Background: an optimization exercise with open tools, aiming at small area, a short achievable clock period and few clock cycles per item. Do not read the settings as production practice.
In this exercise RTL edits were held to simulation tests only and were not proved equivalent to the original.
No activity file was given, so power comes from the tool's default toggle rates.

==> inputs of v32 <==
==> flow/design.v <==
`timescale 1ns / 1ps
package salc_pkg;
  localparam int CNT_W = 16;
  localparam logic [CNT_W-1:0] CNT_MAX = '1;
  localparam int FUNC_W = 2;
  typedef enum logic [FUNC_W-1:0] {
    FUNC_LOAD   = 2'd0,
    FUNC_STORE  = 2'd1,
    FUNC_MODIFY = 2'd2,
    FUNC_NOP    = 2'd3
  } func_t;
  localparam int CFG_IDX_W  = 2;
  localparam int CFG_DATA_W = 5;
  typedef enum logic [CFG_IDX_W-1:0] {
    CFG_SET_BITS   = 2'd0,
    CFG_BLOCK_BITS = 2'd1,
    CFG_WAYS       = 2'd2
  } cfg_idx_t;
  localparam int SET_BITS_W   = 3;
  localparam int BLOCK_BITS_W = 5;
  localparam int WAYS_W       = 4;
  localparam logic [SET_BITS_W-1:0]   SET_BITS_RST   = 3'd4;
  localparam logic [BLOCK_BITS_W-1:0] BLOCK_BITS_RST = 5'd4;
  localparam logic [WAYS_W-1:0]       WAYS_RST       = 4'd1;
endpackage
`timescale 1ns / 1ps
`timescale 1ns / 1ps
`timescale 1ns / 1ps
module set_assoc_lru_cache_model #(
  parameter int MAX_SET_BITS = 3,
  parameter int MAX_WAYS     = 8,
  parameter int ADDR_WIDTH   = 32
) (
  input  logic                              clk,
  input  logic                              rst_n,
  input  logic                              in_valid,
  output logic                              in_ready,
  input  logic [salc_pkg::FUNC_W-1:0]       in_func,
  input  logic [ADDR_WIDTH-1:0]             in_address,
  output logic                              out_valid,
  input  logic                              out_ready,
  output logic                              out_was_hit,
  output logic                              out_was_miss,
  output logic                              out_was_eviction,
  output logic [salc_pkg::CNT_W-1:0]        out_hit_total,
  output logic [salc_pkg::CNT_W-1:0]        out_miss_total,
  output logic [salc_pkg::CNT_W-1:0]        out_eviction_total,
  input  logic                              cfg_we,
  input  logic [salc_pkg::CFG_IDX_W-1:0]    cfg_index,
  input  logic [salc_pkg::CFG_DATA_W-1:0]   cfg_wdata
);
  localparam int NSETS = 1 << MAX_SET_BITS;
  localparam int NW    = MAX_WAYS;
  localparam int CNT_W = salc_pkg::CNT_W;
  localparam logic [CNT_W-1:0] CMAX = '1;
  logic [1:0]                        sb_eff_r;
  logic [salc_pkg::BLOCK_BITS_W-1:0] block_bits_r;
  logic [5:0]                        tag_shift_r;
  logic [NW-1:1]                     inuse_r;
  logic [NW-1:0]                     inuse;
  logic [1:0]                        wsb_eff;
  assign wsb_eff = (cfg_wdata[2:0] > 3'd3) ? 2'd3 : cfg_wdata[1:0];
  always_ff @(posedge clk) begin
    if (!rst_n) begin
      sb_eff_r     <= 2'd3;
      block_bits_r <= salc_pkg::BLOCK_BITS_RST;
      tag_shift_r  <= 6'd3 + 6'(salc_pkg::BLOCK_BITS_RST);
      inuse_r      <= '0;
    end else if (cfg_we) begin
      case (cfg_index)
        salc_pkg::CFG_SET_BITS: begin
          sb_eff_r    <= wsb_eff;
          tag_shift_r <= {1'b0, block_bits_r} + {4'b0, wsb_eff};
        end
        salc_pkg::CFG_BLOCK_BITS: begin
          block_bits_r <= cfg_wdata[salc_pkg::BLOCK_BITS_W-1:0];
          tag_shift_r  <= {1'b0, cfg_wdata[salc_pkg::BLOCK_BITS_W-1:0]} + {4'b0, sb_eff_r};
        end
        salc_pkg::CFG_WAYS: begin
          for (int w = 1; w < NW; w++) inuse_r[w] <= (cfg_wdata[salc_pkg::WAYS_W-1:0] > 4'(w));
        end
        default: begin
        end
      endcase
    end
  end
  assign inuse = {inuse_r, 1'b1};
  logic [2:0]            n_r;         
  logic                  in_ready_r;
  logic                  accept, take;
  logic                  p_valid;
  logic [1:0]            p_func;
  logic [ADDR_WIDTH-1:0] p_addr;
  logic                  a_valid;
  logic [1:0]            a_func;
  logic [NSETS-1:0]      a_set_oh;
  logic [ADDR_WIDTH-1:0] a_tag;
  logic [ADDR_WIDTH-1:0] addr_shifted;
  logic [2:0]            set_calc;
  logic [ADDR_WIDTH-1:0] tag_calc;
  assign accept = in_valid && in_ready_r;
  assign take   = out_valid && out_ready;
  assign addr_shifted = p_addr >> block_bits_r;
  assign set_calc     = addr_shifted[2:0] & ~(3'b111 << sb_eff_r);
  assign tag_calc     = tag_shift_r[5] ? '0 : (p_addr >> tag_shift_r[4:0]);
  always_ff @(posedge clk) begin
    if (!rst_n) begin
      p_valid <= 1'b0;
      a_valid <= 1'b0;
    end else begin
      p_valid <= accept;
      a_valid <= p_valid;
    end
    p_func <= in_func;
    p_addr <= in_address;
    a_func <= p_func;
    a_tag  <= tag_calc;
    for (int s = 0; s < NSETS; s++) a_set_oh[s] <= (set_calc == 3'(s));
  end
  logic                  vld_q [NSETS][NW];
  logic                  sat_q [NSETS][NW];
  logic [ADDR_WIDTH-1:0] tag_q [NSETS][NW];
  logic                  old_q [NSETS][NW][NW];   
  logic                  b_v, b_do, b_mod;
  logic [NSETS-1:0]      b_set_oh;
  logic [ADDR_WIDTH-1:0] b_tag;
  logic [NW-1:0]         b_eq, b_mway, b_rsat;    
  logic                  b_hit, b_invf, b_evict, b_sat;
  logic [NW-1:0]         b_way, b_kold;    
  logic [CNT_W-1:0]      tot_r;
  assign b_hit   = |b_eq;
  assign b_evict = !b_hit && !b_invf;
  assign b_way   = b_hit ? (b_eq & ~(b_eq - 1'b1)) : b_mway;
  assign b_sat  = b_evict ? (tot_r >= CMAX - 16'd2) : (tot_r >= CMAX - 16'd1);
  assign b_kold = b_sat ? b_rsat : '0;
  logic                  s_vld [NW];
  logic                  s_sat [NW];
  logic [ADDR_WIDTH-1:0] s_tag [NW];
  logic                  s_old [NW][NW];
  logic                  r_vld [NW];
  logic                  r_sat [NW];
  logic                  r_old [NW][NW];
  logic [NW-1:0]         eq, inv, vic, fwd_way;
  logic                  inv_found;
  logic                  fwd, ab_eq, do_acc;
  always_comb begin
    for (int w = 0; w < NW; w++) begin
      s_vld[w] = 1'b0;
      s_sat[w] = 1'b0;
      s_tag[w] = '0;
      for (int j = 0; j < NW; j++) s_old[w][j] = 1'b0;
      for (int s = 0; s < NSETS; s++) begin
        s_vld[w] = s_vld[w] | (a_set_oh[s] & vld_q[s][w]);
        s_sat[w] = s_sat[w] | (a_set_oh[s] & sat_q[s][w]);
        s_tag[w] = s_tag[w] | ({ADDR_WIDTH{a_set_oh[s]}} & tag_q[s][w]);
        for (int j = 0; j < NW; j++) s_old[w][j] = s_old[w][j] | (a_set_oh[s] & old_q[s][w][j]);
      end
    end
  end
  assign fwd     = b_do && ((b_set_oh & a_set_oh) != '0);
  assign fwd_way = fwd ? b_way : '0;
  assign ab_eq   = (a_tag == b_tag);
  always_comb begin
    for (int w = 0; w < NW; w++) begin
      r_vld[w] = s_vld[w] || fwd_way[w];
      r_sat[w] = fwd_way[w] ? b_sat : s_sat[w];
      for (int j = 0; j < NW; j++) begin
        if (fwd_way[j])      r_old[w][j] = 1'b1;
        else if (fwd_way[w]) r_old[w][j] = b_kold[j];
        else                 r_old[w][j] = s_old[w][j];
      end
    end
  end
  always_comb begin
    for (int w = 0; w < NW; w++) begin
      if (fwd_way[w]) eq[w] = inuse[w] && ab_eq;
      else            eq[w] = inuse[w] && s_vld[w] && (s_tag[w] == a_tag);
      inv[w] = inuse[w] && !r_vld[w];
      vic[w] = inuse[w];
      for (int j = 0; j < NW; j++) begin
        if (j < w) vic[w] = vic[w] && (!inuse[j] || !r_old[j][w]);
        if (j > w) vic[w] = vic[w] && (!inuse[j] || r_old[w][j]);
      end
    end
  end
  assign do_acc    = a_valid && (a_func != salc_pkg::FUNC_NOP);
  assign inv_found = (inv != '0);
  always_ff @(posedge clk) begin
    if (!rst_n) begin
      b_v  <= 1'b0;
      b_do <= 1'b0;
    end else begin
      b_v  <= a_valid;
      b_do <= do_acc;
    end
    b_mod    <= (a_func == salc_pkg::FUNC_MODIFY);
    b_set_oh <= a_set_oh;
    b_tag    <= a_tag;
    b_eq     <= eq;
    b_invf   <= inv_found;
    b_mway   <= inv_found ? (inv & ~(inv - 1'b1)) : vic;
    for (int j = 0; j < NW; j++) b_rsat[j] <= r_sat[j];
  end
  always_ff @(posedge clk) begin
    if (!rst_n) begin
      for (int s = 0; s < NSETS; s++)
        for (int w = 0; w < NW; w++) vld_q[s][w] <= 1'b0;
    end else begin
      for (int s = 0; s < NSETS; s++)
        for (int w = 0; w < NW; w++)
          if (b_do && b_set_oh[s] && b_way[w]) vld_q[s][w] <= 1'b1;
    end
  end
  always_ff @(posedge clk) begin
    for (int s = 0; s < NSETS; s++) begin
      for (int w = 0; w < NW; w++) begin
        if (b_do && b_set_oh[s] && b_way[w]) begin
          tag_q[s][w] <= b_tag;
          sat_q[s][w] <= b_sat;
        end
        for (int j = w + 1; j < NW; j++) begin
          if (b_do && b_set_oh[s] && b_way[j]) old_q[s][w][j] <= 1'b1;
          if (b_do && b_set_oh[s] && b_way[w]) old_q[s][w][j] <= b_kold[j];
        end
      end
    end
  end
  logic [CNT_W-1:0] tp1, tp2, tp3;
  assign tp1 = (tot_r >= CMAX - 16'd0) ? CMAX : tot_r + 16'd1;
  assign tp2 = (tot_r >= CMAX - 16'd1) ? CMAX : tot_r + 16'd2;
  assign tp3 = (tot_r >= CMAX - 16'd2) ? CMAX : tot_r + 16'd3;
  always_ff @(posedge clk) begin
    if (!rst_n) begin
      tot_r <= '0;
    end else if (b_do) begin
      if (b_mod) tot_r <= b_evict ? tp3 : tp2;
      else       tot_r <= b_evict ? tp2 : tp1;
    end
  end
  localparam int FD = 4;
  logic [3:0] c_flags;
  logic [3:0] fifo_q [FD];
  logic [2:0] fifo_n;
  logic       head_v, out_load, push, pop, out_clr;
  logic [3:0] ld_flags;
  logic [1:0] hinc;
  logic [CNT_W-1:0] h0, m0, e0, nv_h, nv_m, nv_e;
  assign c_flags  = b_do ? {b_mod, b_evict, !b_hit, b_hit} : 4'b0000;
  assign head_v   = (fifo_n != 3'd0);
  assign out_load = (!out_valid || out_ready) && (head_v || b_v);
  assign ld_flags = head_v ? fifo_q[0] : c_flags;
  assign pop      = out_load && head_v;
  assign push     = b_v && !(!out_valid && !head_v) && !(out_ready && !head_v);
  assign hinc     = {1'b0, ld_flags[0]} + {1'b0, ld_flags[3]};
  assign h0   = out_clr ? '0 : out_hit_total;
  assign m0   = out_clr ? '0 : out_miss_total;
  assign e0   = out_clr ? '0 : out_eviction_total;
  assign nv_h = hinc[1] ? ((h0 >= CMAX - 16'd1) ? CMAX : h0 + 16'd2) :
                hinc[0] ? ((h0 == CMAX) ? CMAX : h0 + 16'd1) : h0;
  assign nv_m = ld_flags[1] ? ((m0 == CMAX) ? CMAX : m0 + 16'd1) : m0;
  assign nv_e = ld_flags[2] ? ((e0 == CMAX) ? CMAX : e0 + 16'd1) : e0;
  always_ff @(posedge clk) begin
    if (out_load) begin
      out_was_hit        <= ld_flags[0];
      out_was_miss       <= ld_flags[1];
      out_was_eviction   <= ld_flags[2];
      out_hit_total      <= nv_h;
      out_miss_total     <= nv_m;
      out_eviction_total <= nv_e;
    end
  end
  always_ff @(posedge clk) begin
    if (!rst_n) begin
      fifo_n     <= '0;
      out_valid  <= 1'b0;
      out_clr    <= 1'b1;
      n_r        <= '0;
      in_ready_r <= 1'b1;
    end else begin
      n_r        <= n_r + 3'(accept) - 3'(take);
      in_ready_r <= (n_r + 3'(accept) - 3'(take)) <= 3'(FD);
      if (out_load) begin
        out_valid <= 1'b1;
        out_clr   <= 1'b0;
      end else if (take) begin
        out_valid <= 1'b0;
      end
      for (int i = 0; i < FD; i++) begin
        if (push && 3'(i) == fifo_n - 3'(pop)) fifo_q[i] <= c_flags;
        else if (pop && i + 1 < FD)            fifo_q[i] <= fifo_q[(i + 1) % FD];
      end
      fifo_n <= fifo_n + 3'(push) - 3'(pop);
    end
  end
  assign in_ready = in_ready_r;
endmodule
==> flow/flow/run.sh <==
#!/bin/bash
# The standard layout (standard.sh: standard synthesis, then ORFS to finish) with two
# changes to how the layout is made:
# - ports are buffered with buf_4 rather than the delay cell that buffer_ports picks
#   on its own (every port still gets its buffer);
# - clock tree synthesis clusters up to 30 sinks per leaf buffer and inserts no dummy
#   loads.
# make's full output goes to flow_make.log here; each ORFS step's log is under orfs/logs.
set -euo pipefail
export BUFFER_PORTS_ARGS="-buffer_cell sky130_fd_sc_hd__buf_4"
export CTS_ARGS="-sink_clustering_enable -repair_clock_nets -dont_use_dummy_load -sink_clustering_size 30 -sink_clustering_max_diameter 70 -buf_list {sky130_fd_sc_hd__clkbuf_8 sky130_fd_sc_hd__clkbuf_16}"
bash standard.sh finish > flow_make.log 2>&1
==> flow/standard.sh <==
#!/bin/bash
# synth_recipe.tcl (not shown) runs the flow's synth.tcl, then flattens the netlist and writes it again
# the make line also repeats each setting of config.mk as NAME=value (left out here)
make -C /OpenROAD-flow-scripts/flow DESIGN_CONFIG=/design/flow/config.mk WORK_HOME=/design/flow/orfs CLKGATE_MAP_FILE= SYNTH_SCRIPT=/design/flow/synth_recipe.tcl "${@:-finish}"
==> flow/config.mk <==
export PLATFORM = sky130hd
export DESIGN_NAME = set_assoc_lru_cache_model
export DESIGN_NICKNAME = set_assoc_lru_cache_model
export VERILOG_FILES = /design/flow/design.v
export SDC_FILE = /design/flow/constraint.sdc
export NUM_CORES = 4
export LEC_CHECK = 0
export ABC_CLOCK_PERIOD_IN_PS = 3000
export CAP_MARGIN = 20
export CORE_MARGIN = 2
export CORE_UTILIZATION = 55
export PLACE_DENSITY = 0.65
export SETUP_SLACK_MARGIN = 5
export SLEW_MARGIN = 20
==> flow/constraint.sdc <==
create_clock -name core_clock -period 9.0 [get_ports {clk}]
set_input_delay 1.8000 -clock core_clock [delete_from_list [all_inputs] [get_ports {clk}]]
set_output_delay 1.8000 -clock core_clock [all_outputs]
set_load 0.01 [all_outputs]
==> v7: changes against v32 <==
--- a/flow/design.v
+++ b/flow/design.v
@@ -56,5 +56,4 @@
   logic [1:0]                        sb_eff_r;
   logic [salc_pkg::BLOCK_BITS_W-1:0] block_bits_r;
-  logic [5:0]                        tag_shift_r;
   logic [NW-1:1]                     inuse_r;
   logic [NW-1:0]                     inuse;
@@ -65,15 +64,12 @@
       sb_eff_r     <= 2'd3;
       block_bits_r <= salc_pkg::BLOCK_BITS_RST;
-      tag_shift_r  <= 6'd3 + 6'(salc_pkg::BLOCK_BITS_RST);
       inuse_r      <= '0;
     end else if (cfg_we) begin
       case (cfg_index)
         salc_pkg::CFG_SET_BITS: begin
-          sb_eff_r    <= wsb_eff;
-          tag_shift_r <= {1'b0, block_bits_r} + {4'b0, wsb_eff};
+          sb_eff_r <= wsb_eff;
         end
         salc_pkg::CFG_BLOCK_BITS: begin
           block_bits_r <= cfg_wdata[salc_pkg::BLOCK_BITS_W-1:0];
-          tag_shift_r  <= {1'b0, cfg_wdata[salc_pkg::BLOCK_BITS_W-1:0]} + {4'b0, sb_eff_r};
         end
         salc_pkg::CFG_WAYS: begin
@@ -89,7 +85,4 @@
   logic                  in_ready_r;
   logic                  accept, take;
-  logic                  p_valid;
-  logic [1:0]            p_func;
-  logic [ADDR_WIDTH-1:0] p_addr;
   logic                  a_valid;
   logic [1:0]            a_func;
@@ -101,27 +94,23 @@
   assign accept = in_valid && in_ready_r;
   assign take   = out_valid && out_ready;
-  assign addr_shifted = p_addr >> block_bits_r;
+  assign addr_shifted = in_address >> block_bits_r;
   assign set_calc     = addr_shifted[2:0] & ~(3'b111 << sb_eff_r);
-  assign tag_calc     = tag_shift_r[5] ? '0 : (p_addr >> tag_shift_r[4:0]);
-  always_ff @(posedge clk) begin
-    if (!rst_n) begin
-      p_valid <= 1'b0;
+  assign tag_calc     = addr_shifted >> sb_eff_r;
+  always_ff @(posedge clk) begin
+    if (!rst_n) begin
       a_valid <= 1'b0;
     end else begin
-      p_valid <= accept;
-      a_valid <= p_valid;
-    end
-    p_func <= in_func;
-    p_addr <= in_address;
-    a_func <= p_func;
+      a_valid <= accept;
+    end
+    a_func <= in_func;
     a_tag  <= tag_calc;
     for (int s = 0; s < NSETS; s++) a_set_oh[s] <= (set_calc == 3'(s));
   end
-  logic                  vld_q [NSETS][NW];
+  logic [3:0]            cnt_q [NSETS];
   logic                  sat_q [NSETS][NW];
   logic [ADDR_WIDTH-1:0] tag_q [NSETS][NW];
   logic                  old_q [NSETS][NW][NW];   
   logic                  b_v, b_do, b_mod;
-  logic [NSETS-1:0]      b_set_oh;
+  logic [NSETS-1:0]      b_wset;    
   logic [ADDR_WIDTH-1:0] b_tag;
   logic [NW-1:0]         b_eq, b_mway, b_rsat;    
@@ -144,12 +133,14 @@
   logic                  inv_found;
   logic                  fwd, ab_eq, do_acc;
+  logic [3:0]            s_cnt;
   always_comb begin
+    s_cnt = '0;
+    for (int s = 0; s < NSETS; s++) s_cnt = s_cnt | ({4{a_set_oh[s]}} & cnt_q[s]);
     for (int w = 0; w < NW; w++) begin
-      s_vld[w] = 1'b0;
+      s_vld[w] = (s_cnt > 4'(w));
       s_sat[w] = 1'b0;
       s_tag[w] = '0;
       for (int j = 0; j < NW; j++) s_old[w][j] = 1'b0;
       for (int s = 0; s < NSETS; s++) begin
-        s_vld[w] = s_vld[w] | (a_set_oh[s] & vld_q[s][w]);
         s_sat[w] = s_sat[w] | (a_set_oh[s] & sat_q[s][w]);
         s_tag[w] = s_tag[w] | ({ADDR_WIDTH{a_set_oh[s]}} & tag_q[s][w]);
@@ -158,5 +149,5 @@
     end
   end
-  assign fwd     = b_do && ((b_set_oh & a_set_oh) != '0);
+  assign fwd     = ((b_wset & a_set_oh) != '0);
   assign fwd_way = fwd ? b_way : '0;
   assign ab_eq   = (a_tag == b_tag);
@@ -189,11 +180,12 @@
     if (!rst_n) begin
       b_v  <= 1'b0;
-      b_do <= 1'b0;
+      b_do   <= 1'b0;
+      b_wset <= '0;
     end else begin
       b_v  <= a_valid;
-      b_do <= do_acc;
+      b_do   <= do_acc;
+      b_wset <= do_acc ? a_set_oh : '0;
     end
     b_mod    <= (a_func == salc_pkg::FUNC_MODIFY);
-    b_set_oh <= a_set_oh;
     b_tag    <= a_tag;
     b_eq     <= eq;
@@ -204,10 +196,8 @@
   always_ff @(posedge clk) begin
     if (!rst_n) begin
+      for (int s = 0; s < NSETS; s++) cnt_q[s] <= '0;
+    end else begin
       for (int s = 0; s < NSETS; s++)
-        for (int w = 0; w < NW; w++) vld_q[s][w] <= 1'b0;
-    end else begin
-      for (int s = 0; s < NSETS; s++)
-        for (int w = 0; w < NW; w++)
-          if (b_do && b_set_oh[s] && b_way[w]) vld_q[s][w] <= 1'b1;
+        if (b_wset[s] && !b_hit && b_invf) cnt_q[s] <= cnt_q[s] + 4'd1;
     end
   end
@@ -215,31 +205,24 @@
     for (int s = 0; s < NSETS; s++) begin
       for (int w = 0; w < NW; w++) begin
-        if (b_do && b_set_oh[s] && b_way[w]) begin
-          tag_q[s][w] <= b_tag;
-          sat_q[s][w] <= b_sat;
-        end
-        for (int j = w + 1; j < NW; j++) begin
-          if (b_do && b_set_oh[s] && b_way[j]) old_q[s][w][j] <= 1'b1;
-          if (b_do && b_set_oh[s] && b_way[w]) old_q[s][w][j] <= b_kold[j];
-        end
-      end
-    end
-  end
-  logic [CNT_W-1:0] tp1, tp2, tp3;
-  assign tp1 = (tot_r >= CMAX - 16'd0) ? CMAX : tot_r + 16'd1;
-  assign tp2 = (tot_r >= CMAX - 16'd1) ? CMAX : tot_r + 16'd2;
-  assign tp3 = (tot_r >= CMAX - 16'd2) ? CMAX : tot_r + 16'd3;
+        if (b_wset[s] && !b_hit && b_mway[w]) tag_q[s][w] <= b_tag;
+        if (b_wset[s] && b_way[w])            sat_q[s][w] <= b_sat;
+        for (int j = w + 1; j < NW; j++)
+          if (b_wset[s] && (b_way[w] || b_way[j])) old_q[s][w][j] <= b_way[j] || b_kold[j];
+      end
+    end
+  end
+  logic [CNT_W:0] tot_sum;
+  assign tot_sum = {1'b0, tot_r} + (CNT_W+1)'({1'b0, b_evict} + {1'b0, b_mod} + 2'd1);
   always_ff @(posedge clk) begin
     if (!rst_n) begin
       tot_r <= '0;
     end else if (b_do) begin
-      if (b_mod) tot_r <= b_evict ? tp3 : tp2;
-      else       tot_r <= b_evict ? tp2 : tp1;
-    end
-  end
-  localparam int FD = 4;
+      tot_r <= tot_sum[CNT_W] ? CMAX : tot_sum[CNT_W-1:0];
+    end
+  end
+  localparam int FD = 3;
   logic [3:0] c_flags;
   logic [3:0] fifo_q [FD];
-  logic [2:0] fifo_n;
+  logic [1:0] fifo_n;
   logic       head_v, out_load, push, pop, out_clr;
   logic [3:0] ld_flags;
@@ -247,5 +230,5 @@
   logic [CNT_W-1:0] h0, m0, e0, nv_h, nv_m, nv_e;
   assign c_flags  = b_do ? {b_mod, b_evict, !b_hit, b_hit} : 4'b0000;
-  assign head_v   = (fifo_n != 3'd0);
+  assign head_v   = (fifo_n != 2'd0);
   assign out_load = (!out_valid || out_ready) && (head_v || b_v);
   assign ld_flags = head_v ? fifo_q[0] : c_flags;
@@ -287,8 +270,8 @@
       end
       for (int i = 0; i < FD; i++) begin
-        if (push && 3'(i) == fifo_n - 3'(pop)) fifo_q[i] <= c_flags;
+        if (push && 2'(i) == fifo_n - 2'(pop)) fifo_q[i] <= c_flags;
         else if (pop && i + 1 < FD)            fifo_q[i] <= fifo_q[(i + 1) % FD];
       end
-      fifo_n <= fifo_n + 3'(push) - 3'(pop);
+      fifo_n <= fifo_n + 2'(push) - 2'(pop);
     end
   end
==> flow/flow/run.sh (replaced) <==
#!/bin/bash
# The standard layout (standard.sh: standard synthesis, then ORFS to finish) with
# these changes to how the layout is made:
# - ports are buffered with buf_4 rather than the delay cell that buffer_ports picks
#   on its own (every port still gets its buffer);
# - clock tree synthesis clusters up to 25 sinks within 60 um per leaf buffer and
#   inserts no dummy loads;
# - timing repair may resize a gate to a cell of another footprint
#   (MATCH_CELL_FOOTPRINT=0; sky130hd's platform config sets 1) and aims at 5.8 ns of
#   setup slack at the design's 9 ns clock (the SDC is unchanged).
# make's full output goes to flow_make.log here; each ORFS step's log is under orfs/logs.
set -euo pipefail
export BUFFER_PORTS_ARGS="-buffer_cell sky130_fd_sc_hd__buf_4"
export CTS_ARGS="-sink_clustering_enable -repair_clock_nets -dont_use_dummy_load -sink_clustering_size 25 -sink_clustering_max_diameter 60 -buf_list {sky130_fd_sc_hd__clkbuf_8 sky130_fd_sc_hd__clkbuf_16}"
bash standard.sh MATCH_CELL_FOOTPRINT=0 SETUP_SLACK_MARGIN=5.8 finish > flow_make.log 2>&1
- CORE_UTILIZATION: 55 -> 75
- PLACE_DENSITY: 0.65 -> 0.85
==> reports/results.ini <==
[setup_path]
crit_top_cell=nand2_1

[routing]
vias=64065

[timing]
setup_ws_ns=4.93

[logic_synthesis]
synth_common_cells=edfxtp_1, a22oi_1, nand2_1

[cts]
clock_latency_ns=0.83

[grt]
grt_use_total=0.330

[status]
status=finished clean

[power_and_ir_drop]
total_power_w=0.0246
pwr-share-seq=0.581

[die]
nWellTaps=2480

(the above is from v32)
==> reports/results.ini <==
[grt]
grt_use_total=0.430

[logic_synthesis]
synth_xor_area_frac=0.0300
synth-compound-area-share=0.110

[setup_path]
slowest_delay_ns=1.02
crit_fanout=64

[layout]
buffer_area_frac=0.0293

[die]
nWellTaps=1768

[status]
status=finished clean

[power_and_ir_drop]
pwr-share-seq=0.572

[cts]
clock_latency_ns=0.82

[routing]
vias=64761
wl_met1_um=92800

(the above is from v7)
Testbench counts of v32, summed over its fixed seeds: cycles 16,032, items 16,000.
Testbench counts of v7, summed over its fixed seeds: cycles 16,024, items 16,000.

-- separate check: timing with driven ports --
Ports are ideal in the flow. The routed layouts listed here were re-timed in OpenROAD.
Step 1 sets driving cells, clkbuf_16 on the clock port and buf_2 on the other inputs (assumed; they add their load-dependent delay and slew).
Step 2 times the ports against the registers' clock, not the clock port: input delays grow and output delays shrink by t, the midpoint of the rising clock arrivals with the driver on.
Slacks: ideal / step 1 / step 2; pairs: ideal / step 1.
run | shift t [ns] | setup slack, ns | worst setup path after step 2 | worst slew at a driven data input, ns
v32 | 0.884 | 4.934 / 4.934 / 4.576 | input to register | 0.04
v7 | 0.869 | 5.573 / 5.573 / 5.177 | input to register | 0.06
After both steps setup and hold are still met in every run listed. The setup slack of v7, which loses most, moves by 0.000 ns with the drivers and by -0.396 ns with both steps.
